Context: an optimization exercise on an open-source flow, tuned for small area. The choices shown serve that exercise and are no tape-out recipe. Function was checked by simulation only, so behaviour that the tests miss may differ from the original. Power is estimated from default activity; no workload was simulated.

## constraint.sdc

```tcl
create_clock -name core_clock -period 12.0 [get_ports {CLOCK}]
set_input_delay 2.4000 -clock core_clock [delete_from_list [all_inputs] [get_ports {CLOCK}]]
set_output_delay 2.4000 -clock core_clock [all_outputs]
set_load 0.01 [all_outputs]
```

## config.mk

```make
export PLATFORM = sky130hd
export DESIGN_NAME = idct_stage1_top
export DESIGN_NICKNAME = idct_stage1_top
export VERILOG_FILES = /design/flow/design.v
export SDC_FILE = /design/flow/constraint.sdc
export NUM_CORES = 4
export LEC_CHECK = 0
export CAP_MARGIN = 20
export CORE_MARGIN = 2
export CORE_UTILIZATION = 40
export SLEW_MARGIN = 20
```

## design.v

```verilog
package dct_pkg;
    typedef logic signed [15:0] coef_t;
    typedef logic signed [15:0] sample_t;
    localparam int PROD_SHIFT = 8;   
    function automatic coef_t dct_coef(input logic [2:0] k, input logic [2:0] j);
        case ({k, j})
            6'o00: dct_coef = 16'sd1448;
            6'o01: dct_coef = 16'sd2008;
            6'o02: dct_coef = 16'sd1892;
            6'o03: dct_coef = 16'sd1702;
            6'o04: dct_coef = 16'sd1448;
            6'o05: dct_coef = 16'sd1137;
            6'o06: dct_coef = 16'sd783;
            6'o07: dct_coef = 16'sd399;
            6'o10: dct_coef = 16'sd1448;
            6'o11: dct_coef = 16'sd1702;
            6'o12: dct_coef = 16'sd783;
            6'o13: dct_coef = -16'sd399;
            6'o14: dct_coef = -16'sd1448;
            6'o15: dct_coef = -16'sd2008;
            6'o16: dct_coef = -16'sd1892;
            6'o17: dct_coef = -16'sd1137;
            6'o20: dct_coef = 16'sd1448;
            6'o21: dct_coef = 16'sd1137;
            6'o22: dct_coef = -16'sd783;
            6'o23: dct_coef = -16'sd2008;
            6'o24: dct_coef = -16'sd1448;
            6'o25: dct_coef = 16'sd399;
            6'o26: dct_coef = 16'sd1892;
            6'o27: dct_coef = 16'sd1702;
            6'o30: dct_coef = 16'sd1448;
            6'o31: dct_coef = 16'sd399;
            6'o32: dct_coef = -16'sd1892;
            6'o33: dct_coef = -16'sd1137;
            6'o34: dct_coef = 16'sd1448;
            6'o35: dct_coef = 16'sd1702;
            6'o36: dct_coef = -16'sd783;
            6'o37: dct_coef = -16'sd2008;
            6'o40: dct_coef = 16'sd1448;
            6'o41: dct_coef = -16'sd399;
            6'o42: dct_coef = -16'sd1892;
            6'o43: dct_coef = 16'sd1137;
            6'o44: dct_coef = 16'sd1448;
            6'o45: dct_coef = -16'sd1702;
            6'o46: dct_coef = -16'sd783;
            6'o47: dct_coef = 16'sd2008;
            6'o50: dct_coef = 16'sd1448;
            6'o51: dct_coef = -16'sd1137;
            6'o52: dct_coef = -16'sd783;
            6'o53: dct_coef = 16'sd2008;
            6'o54: dct_coef = -16'sd1448;
            6'o55: dct_coef = -16'sd399;
            6'o56: dct_coef = 16'sd1892;
            6'o57: dct_coef = -16'sd1702;
            6'o60: dct_coef = 16'sd1448;
            6'o61: dct_coef = -16'sd1702;
            6'o62: dct_coef = 16'sd783;
            6'o63: dct_coef = 16'sd399;
            6'o64: dct_coef = -16'sd1448;
            6'o65: dct_coef = 16'sd2008;
            6'o66: dct_coef = -16'sd1892;
            6'o67: dct_coef = 16'sd1137;
            6'o70: dct_coef = 16'sd1448;
            6'o71: dct_coef = -16'sd2008;
            6'o72: dct_coef = 16'sd1892;
            6'o73: dct_coef = -16'sd1702;
            6'o74: dct_coef = 16'sd1448;
            6'o75: dct_coef = -16'sd1137;
            6'o76: dct_coef = 16'sd783;
            6'o77: dct_coef = -16'sd399;
            default: dct_coef = '0;
        endcase
    endfunction
    function automatic logic [6:0] csd_step(input logic [2:0] k, input logic [2:0] j,
                                            input logic [2:0] t);
        case ({k, j, t})
            9'o000: csd_step = 7'h0b;
            9'o001: csd_step = 7'h19;
            9'o002: csd_step = 7'h17;
            9'o003: csd_step = 7'h45;
            9'o004: csd_step = 7'h63;
            9'o010: csd_step = 7'h0b;
            9'o011: csd_step = 7'h55;
            9'o012: csd_step = 7'h73;
            9'o020: csd_step = 7'h0b;
            9'o021: csd_step = 7'h17;
            9'o022: csd_step = 7'h55;
            9'o023: csd_step = 7'h62;
            9'o030: csd_step = 7'h0b;
            9'o031: csd_step = 7'h19;
            9'o032: csd_step = 7'h07;
            9'o033: csd_step = 7'h05;
            9'o034: csd_step = 7'h43;
            9'o035: csd_step = 7'h71;
            9'o040: csd_step = 7'h0b;
            9'o041: csd_step = 7'h19;
            9'o042: csd_step = 7'h17;
            9'o043: csd_step = 7'h45;
            9'o044: csd_step = 7'h63;
            9'o050: csd_step = 7'h0a;
            9'o051: csd_step = 7'h07;
            9'o052: csd_step = 7'h54;
            9'o053: csd_step = 7'h60;
            9'o060: csd_step = 7'h0a;
            9'o061: csd_step = 7'h18;
            9'o062: csd_step = 7'h44;
            9'o063: csd_step = 7'h70;
            9'o070: csd_step = 7'h09;
            9'o071: csd_step = 7'h17;
            9'o072: csd_step = 7'h44;
            9'o073: csd_step = 7'h70;
            9'o100: csd_step = 7'h0b;
            9'o101: csd_step = 7'h19;
            9'o102: csd_step = 7'h17;
            9'o103: csd_step = 7'h45;
            9'o104: csd_step = 7'h63;
            9'o110: csd_step = 7'h0b;
            9'o111: csd_step = 7'h19;
            9'o112: csd_step = 7'h07;
            9'o113: csd_step = 7'h05;
            9'o114: csd_step = 7'h43;
            9'o115: csd_step = 7'h71;
            9'o120: csd_step = 7'h0a;
            9'o121: csd_step = 7'h18;
            9'o122: csd_step = 7'h44;
            9'o123: csd_step = 7'h70;
            9'o130: csd_step = 7'h19;
            9'o131: csd_step = 7'h07;
            9'o132: csd_step = 7'h54;
            9'o133: csd_step = 7'h60;
            9'o140: csd_step = 7'h1b;
            9'o141: csd_step = 7'h09;
            9'o142: csd_step = 7'h07;
            9'o143: csd_step = 7'h55;
            9'o144: csd_step = 7'h73;
            9'o150: csd_step = 7'h1b;
            9'o151: csd_step = 7'h45;
            9'o152: csd_step = 7'h63;
            9'o160: csd_step = 7'h1b;
            9'o161: csd_step = 7'h07;
            9'o162: csd_step = 7'h45;
            9'o163: csd_step = 7'h72;
            9'o170: csd_step = 7'h1a;
            9'o171: csd_step = 7'h17;
            9'o172: csd_step = 7'h44;
            9'o173: csd_step = 7'h70;
            9'o200: csd_step = 7'h0b;
            9'o201: csd_step = 7'h19;
            9'o202: csd_step = 7'h17;
            9'o203: csd_step = 7'h45;
            9'o204: csd_step = 7'h63;
            9'o210: csd_step = 7'h0a;
            9'o211: csd_step = 7'h07;
            9'o212: csd_step = 7'h54;
            9'o213: csd_step = 7'h60;
            9'o220: csd_step = 7'h1a;
            9'o221: csd_step = 7'h08;
            9'o222: csd_step = 7'h54;
            9'o223: csd_step = 7'h60;
            9'o230: csd_step = 7'h1b;
            9'o231: csd_step = 7'h45;
            9'o232: csd_step = 7'h63;
            9'o240: csd_step = 7'h1b;
            9'o241: csd_step = 7'h09;
            9'o242: csd_step = 7'h07;
            9'o243: csd_step = 7'h55;
            9'o244: csd_step = 7'h73;
            9'o250: csd_step = 7'h09;
            9'o251: csd_step = 7'h17;
            9'o252: csd_step = 7'h44;
            9'o253: csd_step = 7'h70;
            9'o260: csd_step = 7'h0b;
            9'o261: csd_step = 7'h17;
            9'o262: csd_step = 7'h55;
            9'o263: csd_step = 7'h62;
            9'o270: csd_step = 7'h0b;
            9'o271: csd_step = 7'h19;
            9'o272: csd_step = 7'h07;
            9'o273: csd_step = 7'h05;
            9'o274: csd_step = 7'h43;
            9'o275: csd_step = 7'h71;
            9'o300: csd_step = 7'h0b;
            9'o301: csd_step = 7'h19;
            9'o302: csd_step = 7'h17;
            9'o303: csd_step = 7'h45;
            9'o304: csd_step = 7'h63;
            9'o310: csd_step = 7'h09;
            9'o311: csd_step = 7'h17;
            9'o312: csd_step = 7'h44;
            9'o313: csd_step = 7'h70;
            9'o320: csd_step = 7'h1b;
            9'o321: csd_step = 7'h07;
            9'o322: csd_step = 7'h45;
            9'o323: csd_step = 7'h72;
            9'o330: csd_step = 7'h1a;
            9'o331: csd_step = 7'h17;
            9'o332: csd_step = 7'h44;
            9'o333: csd_step = 7'h70;
            9'o340: csd_step = 7'h0b;
            9'o341: csd_step = 7'h19;
            9'o342: csd_step = 7'h17;
            9'o343: csd_step = 7'h45;
            9'o344: csd_step = 7'h63;
            9'o350: csd_step = 7'h0b;
            9'o351: csd_step = 7'h19;
            9'o352: csd_step = 7'h07;
            9'o353: csd_step = 7'h05;
            9'o354: csd_step = 7'h43;
            9'o355: csd_step = 7'h71;
            9'o360: csd_step = 7'h1a;
            9'o361: csd_step = 7'h08;
            9'o362: csd_step = 7'h54;
            9'o363: csd_step = 7'h60;
            9'o370: csd_step = 7'h1b;
            9'o371: csd_step = 7'h45;
            9'o372: csd_step = 7'h63;
            9'o400: csd_step = 7'h0b;
            9'o401: csd_step = 7'h19;
            9'o402: csd_step = 7'h17;
            9'o403: csd_step = 7'h45;
            9'o404: csd_step = 7'h63;
            9'o410: csd_step = 7'h19;
            9'o411: csd_step = 7'h07;
            9'o412: csd_step = 7'h54;
            9'o413: csd_step = 7'h60;
            9'o420: csd_step = 7'h1b;
            9'o421: csd_step = 7'h07;
            9'o422: csd_step = 7'h45;
            9'o423: csd_step = 7'h72;
            9'o430: csd_step = 7'h0a;
            9'o431: csd_step = 7'h07;
            9'o432: csd_step = 7'h54;
            9'o433: csd_step = 7'h60;
            9'o440: csd_step = 7'h0b;
            9'o441: csd_step = 7'h19;
            9'o442: csd_step = 7'h17;
            9'o443: csd_step = 7'h45;
            9'o444: csd_step = 7'h63;
            9'o450: csd_step = 7'h1b;
            9'o451: csd_step = 7'h09;
            9'o452: csd_step = 7'h17;
            9'o453: csd_step = 7'h15;
            9'o454: csd_step = 7'h53;
            9'o455: csd_step = 7'h61;
            9'o460: csd_step = 7'h1a;
            9'o461: csd_step = 7'h08;
            9'o462: csd_step = 7'h54;
            9'o463: csd_step = 7'h60;
            9'o470: csd_step = 7'h0b;
            9'o471: csd_step = 7'h55;
            9'o472: csd_step = 7'h73;
            9'o500: csd_step = 7'h0b;
            9'o501: csd_step = 7'h19;
            9'o502: csd_step = 7'h17;
            9'o503: csd_step = 7'h45;
            9'o504: csd_step = 7'h63;
            9'o510: csd_step = 7'h1a;
            9'o511: csd_step = 7'h17;
            9'o512: csd_step = 7'h44;
            9'o513: csd_step = 7'h70;
            9'o520: csd_step = 7'h1a;
            9'o521: csd_step = 7'h08;
            9'o522: csd_step = 7'h54;
            9'o523: csd_step = 7'h60;
            9'o530: csd_step = 7'h0b;
            9'o531: csd_step = 7'h55;
            9'o532: csd_step = 7'h73;
            9'o540: csd_step = 7'h1b;
            9'o541: csd_step = 7'h09;
            9'o542: csd_step = 7'h07;
            9'o543: csd_step = 7'h55;
            9'o544: csd_step = 7'h73;
            9'o550: csd_step = 7'h19;
            9'o551: csd_step = 7'h07;
            9'o552: csd_step = 7'h54;
            9'o553: csd_step = 7'h60;
            9'o560: csd_step = 7'h0b;
            9'o561: csd_step = 7'h17;
            9'o562: csd_step = 7'h55;
            9'o563: csd_step = 7'h62;
            9'o570: csd_step = 7'h1b;
            9'o571: csd_step = 7'h09;
            9'o572: csd_step = 7'h17;
            9'o573: csd_step = 7'h15;
            9'o574: csd_step = 7'h53;
            9'o575: csd_step = 7'h61;
            9'o600: csd_step = 7'h0b;
            9'o601: csd_step = 7'h19;
            9'o602: csd_step = 7'h17;
            9'o603: csd_step = 7'h45;
            9'o604: csd_step = 7'h63;
            9'o610: csd_step = 7'h1b;
            9'o611: csd_step = 7'h09;
            9'o612: csd_step = 7'h17;
            9'o613: csd_step = 7'h15;
            9'o614: csd_step = 7'h53;
            9'o615: csd_step = 7'h61;
            9'o620: csd_step = 7'h0a;
            9'o621: csd_step = 7'h18;
            9'o622: csd_step = 7'h44;
            9'o623: csd_step = 7'h70;
            9'o630: csd_step = 7'h09;
            9'o631: csd_step = 7'h17;
            9'o632: csd_step = 7'h44;
            9'o633: csd_step = 7'h70;
            9'o640: csd_step = 7'h1b;
            9'o641: csd_step = 7'h09;
            9'o642: csd_step = 7'h07;
            9'o643: csd_step = 7'h55;
            9'o644: csd_step = 7'h73;
            9'o650: csd_step = 7'h0b;
            9'o651: csd_step = 7'h55;
            9'o652: csd_step = 7'h73;
            9'o660: csd_step = 7'h1b;
            9'o661: csd_step = 7'h07;
            9'o662: csd_step = 7'h45;
            9'o663: csd_step = 7'h72;
            9'o670: csd_step = 7'h0a;
            9'o671: csd_step = 7'h07;
            9'o672: csd_step = 7'h54;
            9'o673: csd_step = 7'h60;
            9'o700: csd_step = 7'h0b;
            9'o701: csd_step = 7'h19;
            9'o702: csd_step = 7'h17;
            9'o703: csd_step = 7'h45;
            9'o704: csd_step = 7'h63;
            9'o710: csd_step = 7'h1b;
            9'o711: csd_step = 7'h45;
            9'o712: csd_step = 7'h63;
            9'o720: csd_step = 7'h0b;
            9'o721: csd_step = 7'h17;
            9'o722: csd_step = 7'h55;
            9'o723: csd_step = 7'h62;
            9'o730: csd_step = 7'h1b;
            9'o731: csd_step = 7'h09;
            9'o732: csd_step = 7'h17;
            9'o733: csd_step = 7'h15;
            9'o734: csd_step = 7'h53;
            9'o735: csd_step = 7'h61;
            9'o740: csd_step = 7'h0b;
            9'o741: csd_step = 7'h19;
            9'o742: csd_step = 7'h17;
            9'o743: csd_step = 7'h45;
            9'o744: csd_step = 7'h63;
            9'o750: csd_step = 7'h1a;
            9'o751: csd_step = 7'h17;
            9'o752: csd_step = 7'h44;
            9'o753: csd_step = 7'h70;
            9'o760: csd_step = 7'h0a;
            9'o761: csd_step = 7'h18;
            9'o762: csd_step = 7'h44;
            9'o763: csd_step = 7'h70;
            9'o770: csd_step = 7'h19;
            9'o771: csd_step = 7'h07;
            9'o772: csd_step = 7'h54;
            9'o773: csd_step = 7'h60;
            default: csd_step = 7'h00;
        endcase
    endfunction
endpackage
package sram_map_pkg;
    typedef logic [17:0] sram_addr_t;
    typedef logic [15:0] sram_data_t;
    localparam int BLOCK_DIM = 8;
    localparam int BLOCK_SIZE = 64;
    localparam int SRAM_READ_LATENCY = 2;    
    typedef logic [6:0] buf_addr_t;   
    function automatic sram_addr_t pixel_addr(input logic [31:0] width,
                                              input sram_addr_t prow,
                                              input sram_addr_t pcol);
        sram_addr_t addr;
        addr = pcol;
        for (int b = 0; b < 18; b++) begin
            if (width[b])
                addr = addr + (prow << b);
        end
        pixel_addr = addr;
    endfunction
endpackage
`timescale 1ns/1ps
module idct_stage1_top #(
    parameter int BLOCK_COLS = 40,
    parameter int BLOCK_ROWS = 30,
    parameter int RESULT_BASE = 76800
) (
    input  logic       CLOCK,
    input  logic       Resetn,
    input  logic       start,
    input  sram_map_pkg::sram_data_t sram_read_data,
    output sram_map_pkg::sram_addr_t sram_address,
    output sram_map_pkg::sram_data_t sram_write_data,
    output logic       sram_we_n,
    output logic       busy,
    output logic       done
);
    localparam int NSEG = BLOCK_COLS * BLOCK_ROWS * sram_map_pkg::BLOCK_DIM;   
    localparam int RES_SEG = RESULT_BASE / sram_map_pkg::BLOCK_DIM;
    logic        run;        
    logic [13:0] seg;        
    logic [2:0]  j;          
    logic [2:0]  k;          
    logic [2:0]  t;          
    logic        tail;       
    logic [29:0] acc;        
    logic [6:0]  step;
    logic [3:0]  e;
    logic        neg, last, adv;
    logic        first, wcyc, lastout, start_go;
    logic [2:0]  ka;
    assign step = dct_pkg::csd_step(k, j, t);
    assign e    = step[3:0];
    assign neg  = step[4];
    assign last = step[5];
    assign adv  = step[6] & !tail;
    assign first   = !tail && k == 3'd0 && t == 3'd0;
    assign wcyc    = tail && t == 3'd0;
    assign lastout = seg == 14'(NSEG - 1) && j == 3'd7;
    assign done      = run && wcyc && lastout;
    assign busy      = run && !(wcyc && lastout);
    assign sram_we_n = !(run && wcyc);
    assign start_go  = start && !busy;
    assign ka = k + 3'(adv);
    assign sram_address = wcyc ? {15'(seg) + 15'(RES_SEG), j} : {1'b0, seg, ka};
    logic        ovf;
    assign ovf = !(&acc[29:23] || !(|acc[29:23]));
    assign sram_write_data = ovf ? {acc[29], {15{!acc[29]}}} : acc[23:8];
    logic [15:0] sx;
    logic [29:0] addend;
    logic [29:0] acc_in;
    logic [29:0] sum;
    assign sx     = sram_read_data ^ {16{neg}};
    assign addend = ({{14{sx[15]}}, sx} << e) | ({30{neg}} & ~({30{1'b1}} << e));
    assign acc_in = first ? 30'd0 : acc;
    assign sum    = acc_in + addend + 30'(neg);
    always_ff @(posedge CLOCK) begin
        acc <= {sum[29:8], sum[7:0] & {8{!last}}};
    end
    always_ff @(posedge CLOCK or negedge Resetn) begin
        if (!Resetn) begin
            run <= 1'b0;
        end else if (start_go) begin
            run <= 1'b1;
        end else if (wcyc && lastout) begin
            run <= 1'b0;
        end
    end
    always_ff @(posedge CLOCK) begin
        if (start_go) begin
            seg  <= '0;
            j    <= '0;
            k    <= '0;
            t    <= 3'd1;
            tail <= 1'b1;
        end else if (!tail) begin
            if (last) begin
                t <= '0;
                k <= k + 3'd1;
                if (k == 3'd7)
                    tail <= 1'b1;
            end else begin
                t <= t + 3'd1;
            end
        end else begin
            if (t == 3'd2) begin
                t <= '0;
                tail <= 1'b0;
            end else begin
                t <= t + 3'd1;
            end
            if (t == 3'd0) begin
                j <= j + 3'd1;
                if (j == 3'd7)
                    seg <= seg + 14'd1;
            end
        end
    end
endmodule
```

## run.sh

```bash
#!/bin/bash
# synth_recipe.tcl (not shown) runs the flow's synth.tcl, then flattens the netlist and writes it again
# the make line also repeats each setting of config.mk as NAME=value (left out here)
make -C /OpenROAD-flow-scripts/flow DESIGN_CONFIG=/design/flow/config.mk WORK_HOME=/design/flow/orfs CLKGATE_MAP_FILE= SYNTH_SCRIPT=/design/flow/synth_recipe.tcl finish
```

==> results.txt <==
-- metrics by stage --
step / util [%] / setup slack (ns) / hold WS (ns)
2_1_floorplan: - / 6.232 / 0.5023
3_3_place_gp: 43.04 / 4.918 / 0.5344
3_5_place_dp: 43.04 / 4.702 / 0.5370
4_1_cts: 43.85 / 4.685 / 0.5602
5_1_grt: 43.87 / 4.237 / 0.5963
6_report: 43.87 / 4.816 / 0.5597
-- registers in the layout, indices dropped and copies added (netlist names) --
signal and cells:
seg 14, tail 1, k 3, t 3
j 3, run 1, acc 30
-- final timing paths --
path                              endpoint  cells after the start
min in group asynchronous              run                      1
setup reg to reg                   acc[29]                     22
hold reg to reg                        run                      2
setup / recovery           sram_address[2]                     16
hold / removal                         run                      2
max in group asynchronous              run                      1
-- power groups by stage --
| stage | sequential [mW] | clock [mW] | combinational (mW) |
|---|---|---|---|
| floorplan | 0.246 | 0 | 0.339 |
| CTS | 0.253 | 0.157 | 0.471 |
| global route | 0.258 | 0.165 | 0.517 |
| finish | 0.252 | 0.153 | 0.470 |
| detailed placement | 0.257 | 0 | 0.468 |
| global placement | 0.256 | 0 | 0.468 |
-- final cells by class --
class,instances,area share (%)
inverters,25,1.151
clock buffers,5,1.535
flip-flops and latches,55,13.60
clock inverters,3,0.3070
repair buffers,67,7.860
multi-input cells,838,71.95
well taps,234,3.592
-- worst max-delay path: cells and delay by family, from the launching register on --
family,cells,cell delay (ns)
AO/OA/AOI/OAI,5,0.64
XOR/XNOR,1,0.15
adder cells (fa/ha/maj),3,0.88
buffers and inverters,2,0.81
flip-flops,1,0.80
multiplexers,1,0.48
AND/OR/NAND/NOR,4,0.74
-- cells in the mapped netlist (17+ instances only) --
| cell type | count | area share (%) |
|---|---|---|
| a211oi_1 | 23 | 2.3 |
| a21o_1 | 19 | 1.9 |
| a21oi_1 | 71 | 4.7 |
| buf_2 | 25 | 1.7 |
| buf_4 | 17 | 1.7 |
| clkbuf_1 | 32 | 1.6 |
| dfxtp_1 | 54 | 14 |
| ha_1 | 45 | 7.5 |
| inv_1 | 22 | 1.1 |
| mux2i_1 | 55 | 7.3 |
| nand2_1 | 82 | 4.1 |
| nand2b_1 | 17 | 1.4 |
| nand3_1 | 28 | 1.9 |
| nor2_1 | 86 | 4.3 |
| nor2b_1 | 53 | 4.4 |
| o21ai_0 | 54 | 3.6 |
| xnor2_1 | 57 | 6.6 |
| xor2_1 | 17 | 2.0 |
-- logic make-up after synthesis --
group                      synth area share, %
xor gates and xnor gates                 8.586
adders and majority gates                8.122
and+or+nand+nor                          24.68
muxes                                    10.99
AOI/OAI and AO/OA                        25.20
DFF                                      14.65
buffers and inverters                    7.774
-- per-layer routing --
| layer | part of all wire (%) | up-vias | wire length (um) | track usage [%] |
|---|---|---|---|---|
| met3 | 5.0 | 60 | 1067 | 2.767 |
| met1 | 44 | 3326 | 9416 | 26.71 |
| met4 | 3.3 | 0 | 692 | 7.526 |
| li1 | - | 3606 | - | - |
| met2 | 47 | 230 | 10090 | 35.90 |
| met5 | 0 | - | 0 | 0 |
==> flow_metrics.env <==
export IMPL_status="complete, no violations"
export IMPL_setup_viol=0
export IMPL_vias=7222
export IMPL_drive_gt1_share_pct=6.244
export IMPL_worstHoldStart="run"
export IMPL_io_buffers=55
export IMPL_startpoint="t[1]"
export IMPL_die_w_um=141.4
export IMPL_cts_tree="yes"
export IMPL_drt_iter0_drc=696
export IMPL_cts_buffers_inserted=5
export IMPL_worst_pin_slew_ns=0.8696
export IMPL_max_slew_margin_rel_pct=42.03
export IMPL_gp_congestion=0.9079
export IMPL_clock_latency_ns=0.30
export IMPL_rsz0062_at_grt="false"
export IMPL_hold_viol=0
export IMPL_ys_seq_area_share_pct=14.65
export IMPL_fp_row_count=50
export IMPL_cts_repair_resized=0
export IMPL_internal_power_mw=0.5436
export IMPL_io_pins=56
export IMPL_grt_overflow=0
export IMPL_ir_drop_mv=0.07303
export IMPL_ff_latch_area_um2=1109
export IMPL_timing_final_max_slew_violations=0
export IMPL_hold_path_class="reg2reg"
export IMPL_num_fill_cells=1902
export IMPL_multi_input_area_um2=5864
export IMPL_cp_start_kind="flop"
export IMPL_syn_nets=1072
export IMPL_switching_share_pct=37.86
export IMPL_crit_fanout=21
export IMPL_worstPathCellList="inv_1, ha_1, and2_0, nor2_1, o21ai_0, a21oi_1, a21oi_1, mux4_2, nand2_1, a21oi_1, ha_1, ha_1, xor2_1, nand2_1, o21ai_0, clkdlybuf4s50_1"
export IMPL_clock_sinks=55
export IMPL_post_cts_setup_buffers=0
export IMPL_ys_ff_latch=55
export IMPL_dp_cells=1219
export IMPL_die_height_um=141.4
export IMPL_grt_pass1_vias=6969
export IMPL_nets=1058
export IMPL_synth_edf_count=0
export IMPL_grt_usage_pct=20.85
export IMPL_routed_wl_um=21260
export IMPL_power_leakage_nw=3.323
export IMPL_drc_errors=0
export IMPL_max_cap_viol_count=0
export IMPL_critPathMaxStageDelay_ns=0.80
export IMPL_finClkSkew_ns=0.009880
export IMPL_min_period_over_period_pct=59.87
export IMPL_reg2reg_from="t[1]"
export IMPL_clkTransAtPathRegs_ns=0.08
export IMPL_min_period_ns=7.184
export IMPL_h_tree_depth=2
export IMPL_root_buffer="clkbuf_16"
export IMPL_p_per_area_nw_per_um2=107.3
export IMPL_area_growth_pct=7.973
export IMPL_finalNonFillerCells=1227
export IMPL_worstPathArrival_ns=4.78
export IMPL_sequentialPowerShare_pct=28.8
export IMPL_antennaDiodeCount=0
export IMPL_worst_setup_path_end_kind="primary output"
export IMPL_grt_pass1_wl_um=34650
export IMPL_dieArea_um2=19990
export IMPL_core_um2=18580
export IMPL_post_synth_cell_area_avg_um2=7.503
export IMPL_total_power_mw=0.8748
export IMPL_grt_max_degree=71
export IMPL_dp_hpwl_um=15260
export IMPL_slowest_stage="dfxtp_1"
export IMPL_via_per_inst=5.886
export IMPL_cts_max_path_buffers=2
export IMPL_path_class="reg2out"
export IMPL_initial_utilization_pct=40.63
export IMPL_p_comb_share_pct=53.7
export IMPL_dr_pass1_iters=5
export IMPL_cts_hold_buf=0
export IMPL_antenna_found_initial=0
export IMPL_yosysWarnings=1
export IMPL_synth_ff_type="dfxtp_1"
export IMPL_mostFrequentLayoutCell="nor2_1"
export IMPL_synth_area_um2=7548
export IMPL_pwr_share_clk_pct=17.5
export IMPL_critPathRequiredTime_ns=9.60
export IMPL_r2r_slack_ns=4.88
export IMPL_wire_per_inst_um=17.33
export IMPL_post_dp_cell_area_um2=7998
export IMPL_finalSetupTns_ns=0
export IMPL_p_switching_mw=0.3312
export IMPL_design_area_um2=8150
export IMPL_ys_async_sr_fraction_pct=1.818
export IMPL_synth_cell_type_count=89
export IMPL_syn_inst=1006
export IMPL_final_cell_mix="85 x nor2_1, 82 x nand2_1, 71 x a21oi_1, 57 x xnor2_1"
export IMPL_ant_nets=0
export IMPL_clock_fmax_ghz=0.1392

[port drivers added, routing unchanged]
The results above use ideal ports. As a check the final layout listed here was re-extracted and re-timed, cells and wires unchanged. Step 1: set_driving_cell puts a clkbuf_16 on CLOCK and a buf_2 on each other input, an assumption about the parent block. Step 2 times the ports against the registers' clock, not the clock port: input delays grow and output delays shrink by t, the midpoint of the rising clock arrivals with the driver on. a / b / c = no drivers / after step 1 / after step 2; a / b = the first two.
t (ns): 0.333
setup slack, ns: 4.816 / 4.778 / 4.879
hold WS [ns]: 0.560 / 0.560 / 0.560
worst setup path after step 2: register to register
After both steps setup and hold are still met in this run. For this run, drivers alone change the setup slack by -0.038 ns; drivers and shift together by +0.063 ns.
